Source: an optimization exercise on an open RTL-to-GDS flow (aim: small area, a short achievable clock period and few clock cycles per item). Production flows keep margins and buffers that such runs may drop.
The RTL was checked by simulation tests, not by an equivalence proof against the original design.

## violet
Design lidar_polar_to_cartesian_unit, start of the top module:
module lidar_polar_to_cartesian_unit (
    input  logic        clk,
    input  logic        rst_n,
    input  logic        cfg_we,
    input  logic [1:0]  cfg_addr,
    input  logic [31:0] cfg_wdata,
    input  logic        s_axis_tvalid,
    output logic        s_axis_tready,
    input  logic [23:0] s_axis_tdata,
    input  logic        s_axis_tuser,
    input  logic        s_axis_tlast,
    output logic        m_axis_tvalid,
    input  logic        m_axis_tready,
    output logic [55:0] m_axis_tdata,
    output logic        m_axis_tuser,
    output logic        m_axis_tlast
);
==> flow/config.mk <==
export PLATFORM = sky130hd
export DESIGN_NAME = lidar_polar_to_cartesian_unit
export DESIGN_NICKNAME = lidar_polar_to_cartesian_unit
export VERILOG_FILES = /design/flow/design.v
export SDC_FILE = /design/flow/constraint.sdc
export NUM_CORES = 4
export LEC_CHECK = 0
export ABC_AREA = 1
export CAP_MARGIN = 20
export CORE_MARGIN = 2
export CORE_UTILIZATION = 55
export CTS_CLUSTER_DIAMETER = 70
export CTS_CLUSTER_SIZE = 25
export PLACE_DENSITY = 0.7
export SLEW_MARGIN = 20
==> flow/constraint.sdc <==
create_clock -name core_clock -period 10.0 [get_ports {clk}]
set_input_delay 2.0000 -clock core_clock [delete_from_list [all_inputs] [get_ports {clk}]]
set_output_delay 2.0000 -clock core_clock [all_outputs]
set_load 0.01 [all_outputs]
standard.sh (not shown) runs the stock make flow with config.mk's settings and CLKGATE_MAP_FILE= SYNTH_SCRIPT=/design/flow/synth_recipe.tcl, a recipe that flattens the netlist after the stock synthesis.
==> flow/flow/run.sh <==
#!/bin/bash
# Own layout flow: the standard layout (standard.sh, unchanged synthesis and
# steps), with repair_timing asked to leave SETUP_SLACK_MARGIN ns of setup slack
# at the design's clock period, so that paths are sized for the period the
# design can reach rather than for the 10 ns constraint. The SDC, the clock
# period and every other setting stay the standard flow's.
set -euo pipefail
export SETUP_SLACK_MARGIN="${LP2C_SETUP_MARGIN:-6.5}"
bash standard.sh finish > standard_flow.log 2>&1
Testbench counts of violet, summed over its fixed seeds: cycles 8,384, items 8,192.
Relative to violet, the following input files were edited for sierra:
diff --git a/flow/design.v b/flow/design.v
--- a/flow/design.v
+++ b/flow/design.v
@@ -1243,18 +1243,23 @@
             if (pop || !m_vld)
                 m_vld <= k_vld || push;
             k_vld <= k_vld_n;
             rdy_q <= !k_vld_n;
         end
     end
     assign adv = !k_vld;
-    always_ff @(posedge clk)
+    always_ff @(posedge clk or negedge rst_n)
     begin
-        if (pop || !m_vld)
+        if (!rst_n)
+            m_pt <= '0;
+        else if (pop || !m_vld)
             m_pt <= k_vld ? k_pt : pt;
+    end
+    always_ff @(posedge clk)
+    begin
         if (pop || !k_vld)
             k_pt <= pt;
     end
     assign m_axis_tvalid = m_vld;
     assign m_axis_tdata  = {6'd0, m_pt[49:0]};
     assign m_axis_tuser  = m_pt[51];
     assign m_axis_tlast  = m_pt[50];
Notes after the runs:
- Going from violet to sierra, smallest setup slack after layout grows by 0.16 ns.
- Going from violet to sierra, the share of the core filled with cells in the final layout was found to have gone up by 0.50 points.
- Diff violet -> sierra | number of clock buffers in the layout | up slightly
- violet → sierra: worst slew margin relative to its limit now sits higher; final cell count went up; routing usage on met3 has remained practically unchanged.
- Sort violet and sierra by design area, descending, and sierra comes first.
- Maximum frequency | sierra above violet
Testbench counts of sierra, summed over its fixed seeds: cycles 8,384, items 8,192.

--- another note on this design; it stands on its own ---

// lidar_polar_to_cartesian_unit
module lidar_polar_to_cartesian_unit (
    input  logic        clk,
    input  logic        rst_n,
    input  logic        cfg_we,
    input  logic [1:0]  cfg_addr,
    input  logic [31:0] cfg_wdata,
    input  logic        s_axis_tvalid,
    output logic        s_axis_tready,
    input  logic [23:0] s_axis_tdata,
    input  logic        s_axis_tuser,
    input  logic        s_axis_tlast,
    output logic        m_axis_tvalid,
    input  logic        m_axis_tready,
    output logic [55:0] m_axis_tdata,
    output logic        m_axis_tuser,
    output logic        m_axis_tlast
);
Size: ~18,000 cells after synthesis, about 2,600 flip-flops, ~190,000 µm² of cells after synthesis.
Settings: LEC_CHECK=0, ABC_AREA=1, CAP_MARGIN=20, CORE_MARGIN=2, CORE_UTILIZATION=65, CTS_CLUSTER_DIAMETER=70, CTS_CLUSTER_SIZE=25, PLACE_DENSITY=0.8, SLEW_MARGIN=20; clock period 10.0 ns.
standard.sh (not shown) runs the stock make flow with config.mk's settings and CLKGATE_MAP_FILE= SYNTH_SCRIPT=/design/flow/synth_recipe.tcl, a recipe that flattens the netlist after the stock synthesis.
==> flow/flow/run.sh <==
#!/bin/bash
# Own layout flow: the standard layout (standard.sh, unchanged synthesis and
# steps), with repair_timing asked to leave SETUP_SLACK_MARGIN ns of setup slack
# at the design's clock period, so that paths are sized for the period the
# design can reach rather than for the 10 ns constraint. The SDC, the clock
# period and every other setting stay the standard flow's.
set -euo pipefail
export SETUP_SLACK_MARGIN="${LP2C_SETUP_MARGIN:-6.5}"
bash standard.sh finish > standard_flow.log 2>&1
Testbench counts at the start, summed over its fixed seeds: cycles 8,384, items 8,192.
Edit:
- CORE_UTILIZATION: 65 -> 55
- PLACE_DENSITY: 0.8 -> 0.7
What happened: Clock skew barely changes; final cell count went up by 3.3%.

## static timing again, ports no longer ideal
No port has a modelled driver above. Below, the same layouts with a new extraction and two added sets of constraints.
Step 1 (the two cells are an assumption about what drives the block):
set clk [get_ports {clk}]
set_driving_cell -lib_cell sky130_fd_sc_hd__clkbuf_16 $clk
set_driving_cell -lib_cell sky130_fd_sc_hd__buf_2 [delete_from_list [all_inputs] $clk]
Step 2 also shifts input and output timing later by t, the mid clock arrival at the registers, as if the neighbouring blocks saw the same clock.
Slacks: no drivers / after step 1 / after step 2; pairs: no drivers / after step 1.
run	t (ns)	setup slack, ns	pins driven straight from the clock port
violet	1.024	6.256 / 6.148 / 5.609	1
sierra	1.028	6.412 / 6.305 / 5.612	1
the first run of note 2	0.992	6.323 / 6.323 / 5.650	1
the second run of note 2	1.000	6.435 / 6.345 / 5.654	1
After both steps setup and hold are still met in every run listed. The setup slack of sierra, which loses most, moves by -0.107 ns with the drivers and by -0.800 ns with both steps.
